This is an optimization exercise on Yosys and OpenROAD, whose aim is small area, a short achievable clock period and few clock cycles per item, not a production implementation. RTL that was checked went through simulation tests only; none was proved equivalent to the original. Power figures rest on the tool's default switching activity, not on a simulated workload.

==> flow/design.v (excerpt) <==
module rgb_to_ycbcr_block_builder_unit (
  input  wire logic              clk_i,
  input  wire logic              rst_ni,
  input  wire logic              in_vld_i,
  output logic                   in_stall_o,
  input  wire logic              kind_i,
  input  wire logic [7:0]        red_i,
  input  wire logic [7:0]        green_i,
  input  wire logic [7:0]        blue_i,
  output logic                   out_vld_o,
  input  wire logic              out_stall_i,
  output logic                   pixel_taken_o,
  output logic                   sample_valid_o,
  output logic signed [8:0]      sample_o,
  output logic        [1:0]      block_type_o,
  output logic        [5:0]      element_index_o,
  output logic                   last_of_block_o
);
Size in the first run: roughly 3,100 cells after synthesis, roughly 1,900 flip-flops, about 51 I/O pins.
clock: 7.0 ns
lec_check: 0
cap_margin: 20
core_margin: 2
core_utilization: 65
cts_cluster_diameter: 100
cts_cluster_size: 30
gpl_routability_driven: 0
gpl_timing_driven: 1
setup_slack_margin: 4.4
slew_margin: 20
run.sh (not shown) runs the stock make flow with config.mk's settings and CLKGATE_MAP_FILE= SYNTH_SCRIPT=/design/flow/synth_recipe.tcl, a recipe that flattens the netlist after the stock synthesis.
Testbench counts at the start, summed over its fixed seeds: cycles 39,032, items 32,768.
Then changed:
CORE_UTILIZATION = 70   (was 65)
GPL_ROUTABILITY_DRIVEN = unset   (was 0)
GPL_TIMING_DRIVEN = unset   (was 1)
Power came out higher slightly.
Setup slack hardly moves.
Wire length rose by roughly a tenth.
First-iteration DRC count is about the same.
Then changed:
ABC_AREA = 1   (was unset)
CORE_UTILIZATION = 65   (was 70)
Outcome: The new run finished clean. Worst hold slack hardly moves. Clock skew is about the same. Global-route usage came out lower by 2.5 points. Total power climbs by 3.6%. Clock-buffer cell count drops by 3.
Then changed:
ABC_AREA = unset   (was 1)
CTS_CLUSTER_DIAMETER = 90   (was 100)
CTS_CLUSTER_SIZE = 32   (was 30)
What happened: Combinational power goes down by 22%; synthesized area goes up by 0.34%; power goes down by 4.6%.
Then changed:
CTS_CLUSTER_DIAMETER = 100   (was 90)
CTS_CLUSTER_SIZE = 30   (was 32)
What happened: Wire length is about the same. Flip-flop and latch count does not change. Critical path depth does not change. Sequential share of layout area stays flat.
Then changed:
CTS_BUF_LIST = sky130_fd_sc_hd__clkbuf_8   (was unset)
CTS_CLUSTER_DIAMETER = 60   (was 100)
CTS_CLUSTER_SIZE = 16   (was 30)
The changed run went through all stages and came out clean. Worst setup slack is worse by 140 ps. Fmax drops by a few percent. Hold slack is worse by 14 ps. Final area hardly moves.

========
rgb_to_ycbcr_block_builder_unit, a different RTL version from the one above (not shown whole).
Size in the first run: ~1900 flip-flops, about 51 I/O pins, ~48000 um2 of cells after synthesis.
Settings: LEC_CHECK=0, CAP_MARGIN=20, CORE_MARGIN=2, CORE_UTILIZATION=65, CTS_CLUSTER_DIAMETER=100, CTS_CLUSTER_SIZE=30, SETUP_SLACK_MARGIN=4.7, SLEW_MARGIN=20; clock period 7.0 ns.
Testbench counts at the start, summed over its fixed seeds: cycles 39,080, items 32,768.
Then changed:
- CORE_UTILIZATION: 65 -> 40
- SETUP_SLACK_MARGIN: 4.7 -> 4.4
Result:
- maximum frequency went down by 0.64%
- sequential share of layout area goes up by 0.33 points
- global-route usage shrinks by 8.4 points
- clock skew is about the same
- worst hold slack gets worse by 0.0099 ns
- flip-flop and latch count does not change
- area after synthesis is unchanged
- first-iteration DRC count rises by 14%
- final area drops by 0.53%
Then changed:
- CORE_UTILIZATION: 40 -> 65
- SETUP_SLACK_MARGIN: 4.4 -> 4.2
Outcome: Fmax went down by 5.0%. Global-route usage rose by 7.8 points. Sequential power hardly moves. Non-clock buffer count decreases by 28. Wire length grows by 1.1%. Setup slack is worse by 0.14 ns. Synthesized cell count does not change. Clock-buffer cell count drops by 3.

========
Setup of try-xenon:
Another version of the RTL of rgb_to_ycbcr_block_builder_unit (not shown whole).
Size in the first run: ~51 I/O pins, ~47000 um^2 of cells after synthesis.
make LEC_CHECK=0 CAP_MARGIN=20 CORE_MARGIN=2 CORE_UTILIZATION=65 CTS_CLUSTER_DIAMETER=100 CTS_CLUSTER_SIZE=30 GPL_TIMING_DRIVEN=1 SETUP_SLACK_MARGIN=4.4 SLEW_MARGIN=20 finish   # period 7.0 ns
## Diff of input files: try-sierra against try-xenon
- a deleted GPL_TIMING_DRIVEN that had been 1
- a change of SETUP_SLACK_MARGIN from 4.4 to 4.5
--- outcome ---
Compared with try-xenon, try-sierra is the more power-hungry design.
In try-sierra the number of inserted diodes turned out 2 lower than in try-xenon.
Total half-perimeter wirelength after legalization and detailed placement in try-sierra is 160 um below try-xenon.
try-sierra: no failed stages, no open violations at the end
Compared try-sierra vs try-xenon, and count of instances resized after the clock tree is built is up in try-sierra.
The lower count of clock-net buffers in the final layout of try-sierra and try-xenon is in try-xenon.
In the reports for try-sierra and try-xenon, the larger setup slack belongs to try-sierra.
Route | try-sierra vs try-xenon | wire longer in try-sierra
Function was not checked in any run of this note: the RTL went through the layout flow alone.

========
rgb_to_ycbcr_block_builder_unit with an RTL version that a note above also has.
Size in the first run: roughly 3,100 cells after synthesis, roughly 1,900 flip-flops, ~51 I/O pins, about 0.048 mm² of cells after synthesis.
Settings: LEC_CHECK=0, CAP_MARGIN=5, CORE_MARGIN=2, CORE_UTILIZATION=65, CTS_CLUSTER_DIAMETER=100, CTS_CLUSTER_SIZE=30, SETUP_SLACK_MARGIN=4.4, SLEW_MARGIN=5; clock period 7.0 ns.
Testbench counts at the start, summed over its fixed seeds: cycles 39,032, items 32,768.
Edit:
ABC_CLOCK_PERIOD_IN_PS = 2500   (was unset)
CAP_MARGIN = 20   (was 5)
SLEW_MARGIN = 20   (was 5)
=> The new run ran to the end with no violations. Critical path depth does not change. Worst setup slack stays flat. Hold slack is about the same. Count of clock-buffer cells in the layout does not change.
Edit:
ABC_CLOCK_PERIOD_IN_PS = unset   (was 2500)
SETUP_SLACK_MARGIN = 4.5   (was 4.4)
Outcome:
- The new run produced a clean layout
- first-iteration DRC count came out lower by about 5%
- wire length grows by 2.3%
- die area is unchanged
- worst setup slack improved by 3.2 ps
Edit:
CORE_UTILIZATION = 60   (was 65)
PLACE_DENSITY = 0.7   (was unset)
SETUP_SLACK_MARGIN = 4.4   (was 4.5)
Effect: The new run finished clean. Global-route usage goes down by 1.7 points. Non-clock buffer count came out lower by 9. Final area falls by 0.48%. Worst setup slack is worse by 91 ps. Synthesized area stays the same. Sequential cell count does not change. Via count shrinks by 0.56%.
Edit:
CORE_UTILIZATION = 65   (was 60)
CTS_BUF_LIST = sky130_fd_sc_hd__clkbuf_8 sky130_fd_sc_hd__clkbuf_16   (was unset)
PLACE_DENSITY = unset   (was 0.7)
=> Worst hold slack gets better by 3.7 ps; power barely changes; setup slack improved by 88 ps.

========
## before
rgb_to_ycbcr_block_builder_unit, a different RTL version from the one above (not shown whole).
Size in the first run: ~3000 cells after synthesis, about 51 I/O pins, roughly 47000 sq um of cells after synthesis.
Design rgb_to_ycbcr_block_builder_unit, start of the top module:
module rgb_to_ycbcr_block_builder_unit (
  input  wire logic              clk_i,
  input  wire logic              rst_ni,
  input  wire logic              in_vld_i,
  output logic                   in_stall_o,
  input  wire logic              kind_i,
  input  wire logic [7:0]        red_i,
  input  wire logic [7:0]        green_i,
  input  wire logic [7:0]        blue_i,
  output logic                   out_vld_o,
  input  wire logic              out_stall_i,
  output logic                   pixel_taken_o,
  output logic                   sample_valid_o,
  output logic signed [8:0]      sample_o,
  output logic        [1:0]      block_type_o,
  output logic        [5:0]      element_index_o,
  output logic                   last_of_block_o
);
  localparam int unsigned FD = 8;      
  localparam int unsigned FW = 3;      
  localparam int unsigned TQ = 3;      
  logic       stall_q;
  logic       pend_q;
  logic [7:0] cnt_q;
  logic [5:0] wph_q;      
  logic       accept, take_px, take_pl;
  logic [1:0] tok;
  assign accept  = in_vld_i && !stall_q;
  assign take_px = accept && !kind_i && !pend_q;
  assign take_pl = accept &&  kind_i &&  pend_q;
  ...
make LEC_CHECK=0 CAP_MARGIN=20 CORE_MARGIN=2 CORE_UTILIZATION=40 SETUP_SLACK_MARGIN=4.2 SLEW_MARGIN=20 finish   # period 7.0 ns
[inputs] after vs before
Settings: clearing SETUP_SLACK_MARGIN, which used to be 4.2.
Notes after the runs:
Looking at clock network fraction of total power, after sits above before. Relative to before, amount of wire on met2 after detailed routing decreased by 0.40% in after. Delta (after minus before): via count lost 172, combinational power lost about 9%. Comparing after and before, the lower layout overhead on the synthesized area was measured on after. Relative to before, critical path depth decreased by 4 in after.
Function was not checked in any run of this note: the RTL went through the layout flow alone.

========
rgb_to_ycbcr_block_builder_unit, a different RTL version from the one above (not shown whole).
For scale: ~3000 cells after synthesis, roughly 1800 flip-flops, ~46000 µm² of cells after synthesis.
Design rgb_to_ycbcr_block_builder_unit, start of the top module:
module rgb_to_ycbcr_block_builder_unit (
  input  wire logic              clk_i,
  input  wire logic              rst_ni,
  input  wire logic              in_vld_i,
  output logic                   in_stall_o,
  input  wire logic              kind_i,
  input  wire logic [7:0]        red_i,
  input  wire logic [7:0]        green_i,
  input  wire logic [7:0]        blue_i,
  output logic                   out_vld_o,
  input  wire logic              out_stall_i,
  output logic                   pixel_taken_o,
  output logic                   sample_valid_o,
  output logic signed [8:0]      sample_o,
  output logic        [1:0]      block_type_o,
  output logic        [5:0]      element_index_o,
  output logic                   last_of_block_o
);
  localparam int unsigned FD = 8;      
  localparam int unsigned FW = 3;      
  localparam int unsigned TQ = 3;      
  localparam logic [1:0] T_NONE   = rybb_pkg::TOK_NONE;
  localparam logic [1:0] T_TAKEN  = rybb_pkg::TOK_TAKEN;
  localparam logic [1:0] T_SAMPLE = rybb_pkg::TOK_SAMPLE;
  logic       stall_q;
  logic       pend_q;
  logic [7:0] cnt_q;
  logic [5:0] wph_q;      
  logic       accept, take_px, take_pl;
  logic [1:0] tok;
  assign accept  = in_vld_i && !stall_q;
  assign take_px = accept && !kind_i && !pend_q;
  assign take_pl = accept &&  kind_i &&  pend_q;
  assign tok     = take_px ? T_TAKEN : take_pl ? T_SAMPLE : T_NONE;
  logic cnt_last_px, cnt_last_pl;
  assign cnt_last_px = (cnt_q[5:0] == 6'd63);
  assign cnt_last_pl = (cnt_q == 8'd191);
  logic       pend_d;
  ...
clock: 7.0 ns
lec_check: 0
cap_margin: 20
core_margin: 2
core_utilization: 40
cts_cluster_diameter: 80
cts_cluster_size: 24
setup_slack_margin: 4.4
slew_margin: 20
Testbench counts at the start, summed over its fixed seeds: cycles 38,999, items 32,768.
Rerun with:
CTS_CLUSTER_DIAMETER = 100   (was 80)
CTS_CLUSTER_SIZE = 30   (was 24)
Result: Global-route usage barely changes. Utilization came out lower by 0.40 points. Worst setup slack is worse by 0.0030 ns. Routed wire length barely changes. Worst hold slack is better by 0.0034 ns. Count of clock-buffer cells in the layout came out lower by 18. Critical path depth does not change. Die area is unchanged.

========
Setup of P:
Another version of the RTL of rgb_to_ycbcr_block_builder_unit (not shown whole).
Size: ~3000 cells after synthesis, roughly 1800 flip-flops, ~46000 sq um of cells after synthesis.
==> flow/design.v (excerpt) <==
module rgb_to_ycbcr_block_builder_unit (
  input  wire logic              clk_i,
  input  wire logic              rst_ni,
  input  wire logic              in_vld_i,
  output logic                   in_stall_o,
  input  wire logic              kind_i,
  input  wire logic [7:0]        red_i,
  input  wire logic [7:0]        green_i,
  input  wire logic [7:0]        blue_i,
  output logic                   out_vld_o,
  input  wire logic              out_stall_i,
  output logic                   pixel_taken_o,
  output logic                   sample_valid_o,
  output logic signed [8:0]      sample_o,
  output logic        [1:0]      block_type_o,
  output logic        [5:0]      element_index_o,
  output logic                   last_of_block_o
);
  localparam int unsigned FD = 8;      
  localparam int unsigned FW = 3;      
  localparam int unsigned TQ = 3;      
  logic       stall_q;
  logic       pend_q;
  logic [7:0] cnt_q;
  logic [5:0] wph_q;      
  logic       accept, take_px, take_pl;
  logic [1:0] tok;
  assign accept  = in_vld_i && !stall_q;
  assign take_px = accept && !kind_i && !pend_q;
  assign take_pl = accept &&  kind_i &&  pend_q;
  assign tok     = take_px ? rybb_pkg::TOK_TAKEN :
                   take_pl ? rybb_pkg::TOK_SAMPLE : rybb_pkg::TOK_NONE;
  logic       pend_d;
  logic [7:0] cnt_d;
  logic [5:0] wph_d;
  always_comb begin
    pend_d = pend_q;
    cnt_d  = cnt_q;
    if (take_px) begin
      if (cnt_q[5:0] == 6'd63) begin
        pend_d = 1'b1;
        cnt_d  = '0;
      end else begin
        cnt_d  = cnt_q + 8'd1;
      end
    end else if (take_pl) begin
      if (cnt_q == 8'd191) begin
        pend_d = 1'b0;
        cnt_d  = '0;
      end else begin
        cnt_d  = cnt_q + 8'd1;
      end
    end
    wph_d = take_px ? 6'd0 : wph_q + 6'd1;
  end
  always_ff @(posedge clk_i or negedge rst_ni) begin
    if (!rst_ni) begin
  ...
export LEC_CHECK = 0
export CAP_MARGIN = 20
export CORE_MARGIN = 2
export CORE_UTILIZATION = 40
export CTS_BUF_LIST = sky130_fd_sc_hd__clkbuf_4 sky130_fd_sc_hd__clkbuf_8
export CTS_CLUSTER_SIZE = 30
export SETUP_SLACK_MARGIN = 4.4
export SLEW_MARGIN = 20
create_clock -name core_clock -period 7.0 [get_ports {clk_i}]
Having completed the whole flow, P delivered a layout that passed the timing, design-rule and antenna checks.
The following lists how Q was set up differently from P:
Settings: clearing CTS_CLUSTER_SIZE, which used to be 30; clearing CTS_BUF_LIST, which used to be sky130_fd_sc_hd__clkbuf_4 sky130_fd_sc_hd__clkbuf_8.
Findings:
Changes observed in Q relative to P: power down 300 uW; total clock network power lost about 3.6%; number of nets at the end of the flow moved down. Number of gates resized after cts, Q vs P: up slightly. The setup slack of Q exceeds that of P by 0.12 ns.
No functional check of the RTL was part of any run of this note.

========
RTL: one of the versions met above, not the one the previous note started from.
Size: ~1800 flip-flops, ~51 I/O pins, roughly 47000 µm² of cells after synthesis.
==> flow/config.mk <==
export PLATFORM = sky130hd
export DESIGN_NAME = rgb_to_ycbcr_block_builder_unit
export DESIGN_NICKNAME = rgb_to_ycbcr_block_builder_unit
export VERILOG_FILES = /design/flow/design.v
export SDC_FILE = /design/flow/constraint.sdc
export NUM_CORES = 4
export LEC_CHECK = 0
export CAP_MARGIN = 20
export CORE_MARGIN = 2
export CORE_UTILIZATION = 65
export CTS_CLUSTER_DIAMETER = 100
export CTS_CLUSTER_SIZE = 30
export SETUP_SLACK_MARGIN = 4.3
export SLEW_MARGIN = 20
==> flow/constraint.sdc <==
create_clock -name core_clock -period 7.0 [get_ports {clk_i}]
set_input_delay 1.4000 -clock core_clock [delete_from_list [all_inputs] [get_ports {clk_i}]]
set_output_delay 1.4000 -clock core_clock [all_outputs]
set_load 0.01 [all_outputs]
The first run completed with no timing, DRC or antenna violations.
Then changed:
- CORE_UTILIZATION: 65 -> 70
- SETUP_SLACK_MARGIN: 4.3 -> 4.4
Result: The changed run produced a clean layout. Cell count went down by 1.5%. Setup slack improves by 25 ps. Non-clock buffer count came out higher by 14. Die area is lower by 7.0%. Sequential cell count stays the same. Maximum frequency grows by 0.96%. Sequential share of layout area shrinks by 0.18 points. Cell area stays flat.
No functional check of the RTL was part of any run of this note.

========
run A:
Starting RTL as in the previous note.
Design rgb_to_ycbcr_block_builder_unit, start of the top module:
module rgb_to_ycbcr_block_builder_unit (
  input  wire logic              clk_i,
  input  wire logic              rst_ni,
  input  wire logic              in_vld_i,
  output logic                   in_stall_o,
  input  wire logic              kind_i,
  input  wire logic [7:0]        red_i,
  input  wire logic [7:0]        green_i,
  input  wire logic [7:0]        blue_i,
  output logic                   out_vld_o,
  input  wire logic              out_stall_i,
  output logic                   pixel_taken_o,
  output logic                   sample_valid_o,
  output logic signed [8:0]      sample_o,
  output logic        [1:0]      block_type_o,
  output logic        [5:0]      element_index_o,
  output logic                   last_of_block_o
);
==> flow/config.mk <==
export PLATFORM = sky130hd
export DESIGN_NAME = rgb_to_ycbcr_block_builder_unit
export DESIGN_NICKNAME = rgb_to_ycbcr_block_builder_unit
export VERILOG_FILES = /design/flow/design.v
export SDC_FILE = /design/flow/constraint.sdc
export NUM_CORES = 4
export LEC_CHECK = 0
export CAP_MARGIN = 20
export CORE_MARGIN = 2
export CORE_UTILIZATION = 65
export CTS_CLUSTER_DIAMETER = 100
export CTS_CLUSTER_SIZE = 28
export SETUP_SLACK_MARGIN = 4.4
export SLEW_MARGIN = 20
==> flow/constraint.sdc <==
create_clock -name core_clock -period 7.0 [get_ports {clk_i}]
set_input_delay 1.4000 -clock core_clock [delete_from_list [all_inputs] [get_ports {clk_i}]]
set_output_delay 1.4000 -clock core_clock [all_outputs]
set_load 0.01 [all_outputs]
### run A -> run B
--- a/flow/config.mk
+++ b/flow/config.mk
@@ -12 +12 @@
-export CTS_CLUSTER_SIZE = 28
+export CTS_CLUSTER_SIZE = 30
--- outcome ---
Summary of run B over run A: met1 demand-to-capacity share in global routing neither gained nor lost much; met1 routed wirelength after detailed routing +about 2%; design area about even; number of clock buffers in the layout decreased by 6.7% relative to the old numbers; cell count about even.
The global-route usage was comparable across run A and run B.
Re synthesis-stage register bit count: no difference whatsoever between run B and run A.
Any difference in multi-input gate share of the layout cell area between run B and run A is small enough to ignore.
Compared to run A, run B reaches a lower achievable clock.
Against run A, standby leakage power in run B fell slightly.
For run C, these inputs were changed with respect to run B:
--- a/flow/config.mk
+++ b/flow/config.mk
@@ -10 +10 @@
-export CORE_UTILIZATION = 65
+export CORE_UTILIZATION = 60
Results
Run C: PASS, flow complete, no timing, DRC or antenna violations. Run C vs. run B: routed wire length went up by 1.6 mm. Run B was smaller in final cell area than run C. A timing startpoint of the critical path of smp_q[5]$_SDFFCE_PN0P_ is what run C shows, while smp_q[4]$_SDFFCE_PN0P_ belongs to run B. | met2 capacity usage during global routing | run C vs run B | 2.5 points lower |. Delta (run C minus run B): worst setup margin picked up an extra 0.011 ns, via count picked up an extra 159.
No functional check of the RTL was part of any run of this note.

afterwards: timing with drivers on the ports:
The results above use ideal ports. As a check the final layouts listed here were re-extracted and re-timed, cells and wires unchanged. Step 1 sets driving cells, clkbuf_16 on the clock port and buf_2 on the other inputs (assumed; they add their load-dependent delay and slew). Step 2, shift: input delay + t, output delay - t, t = (earliest + latest rising clock arrival at the registers) / 2. This alone moves slack from input paths to output paths. Slacks: ideal ports / drivers / drivers and shift; pairs: ideal ports / drivers.
| run | shift t [ns] | setup WS [ns] | hold slack, ns | worst register clock-pin slew, ns |
|---|---|---|---|---|
| the first run of note 1 | 0.706 | 4.407 / 4.345 / 3.841 | 0.326 / 0.326 / 0.326 | 0.12 / 0.12 |
| the second run of note 1 | 0.712 | 4.409 / 4.341 / 3.857 | 0.320 / 0.320 / 0.320 | 0.12 / 0.12 |
| the third run of note 1 | 0.716 | 4.407 / 4.356 / 3.778 | 0.322 / 0.322 / 0.322 | 0.11 / 0.11 |
| the fourth run of note 1 | 0.705 | 4.421 / 4.356 / 3.800 | 0.314 / 0.314 / 0.314 | 0.12 / 0.12 |
| the fifth run of note 1 | 0.712 | 4.417 / 4.350 / 3.840 | 0.320 / 0.320 / 0.320 | 0.11 / 0.11 |
| the sixth run of note 1 | 0.841 | 4.281 / 4.213 / 3.737 | 0.306 / 0.306 / 0.306 | 0.10 / 0.10 |
| the first run of note 2 | 0.713 | 4.362 / 4.323 / 3.712 | 0.317 / 0.317 / 0.317 | 0.12 / 0.12 |
| the second run of note 2 | 0.719 | 4.345 / 4.290 / 3.662 | 0.307 / 0.307 / 0.307 | 0.12 / 0.12 |
| the third run of note 2 | 0.708 | 4.205 / 4.200 / 3.576 | 0.317 / 0.317 / 0.317 | 0.11 / 0.11 |
| try-xenon | 0.713 | 4.344 / 4.279 / 3.820 | 0.323 / 0.323 / 0.323 | 0.12 / 0.12 |
| try-sierra | 0.696 | 4.354 / 4.290 / 3.917 | 0.319 / 0.319 / 0.319 | 0.11 / 0.11 |
| the first run of note 4 | 0.714 | 4.416 / 4.348 / 3.847 | 0.320 / 0.320 / 0.320 | 0.11 / 0.11 |
| the second run of note 4 | 0.712 | 4.417 / 4.350 / 3.840 | 0.320 / 0.320 / 0.320 | 0.11 / 0.11 |
| the third run of note 4 | 0.715 | 4.420 / 4.354 / 3.912 | 0.303 / 0.303 / 0.303 | 0.11 / 0.11 |
| the fourth run of note 4 | 0.705 | 4.329 / 4.262 / 3.963 | 0.316 / 0.316 / 0.316 | 0.12 / 0.12 |
| the fifth run of note 4 | 0.711 | 4.417 / 4.350 / 3.843 | 0.319 / 0.319 / 0.319 | 0.11 / 0.11 |
| before | 0.782 | 3.668 / 3.668 / 2.885 | 0.307 / 0.307 / 0.307 | 0.07 / 0.07 |
| after | 0.792 | 2.917 / 2.938 / 2.146 | 0.306 / 0.306 / 0.306 | 0.07 / 0.07 |
| the first run of note 6 | 0.724 | 4.121 / 4.141 / 3.417 | 0.316 / 0.316 / 0.316 | 0.09 / 0.09 |
| the second run of note 6 | 0.705 | 4.118 / 4.137 / 3.432 | 0.320 / 0.320 / 0.320 | 0.11 / 0.11 |
| P | 0.936 | 4.149 / 4.090 / 3.481 | 0.259 / 0.259 / 0.259 | 0.07 / 0.07 |
| Q | 0.800 | 4.270 / 4.247 / 3.493 | 0.310 / 0.310 / 0.310 | 0.06 / 0.06 |
| the first run of note 8 | 0.699 | 4.368 / 4.301 / 3.823 | 0.324 / 0.324 / 0.324 | 0.12 / 0.12 |
| the second run of note 8 | 0.694 | 4.393 / 4.327 / 3.773 | 0.309 / 0.309 / 0.309 | 0.11 / 0.11 |
| run A | 0.707 | 4.362 / 4.292 / 3.821 | 0.320 / 0.320 / 0.320 | 0.11 / 0.11 |
| run B | 0.713 | 4.344 / 4.279 / 3.820 | 0.323 / 0.323 / 0.323 | 0.12 / 0.12 |
| run C | 0.712 | 4.355 / 4.291 / 3.773 | 0.321 / 0.321 / 0.321 | 0.12 / 0.12 |
After both steps every run listed still meets setup and hold. The setup slack of before, which loses most, moves by 0.000 ns with the drivers and by -0.783 ns with both steps.
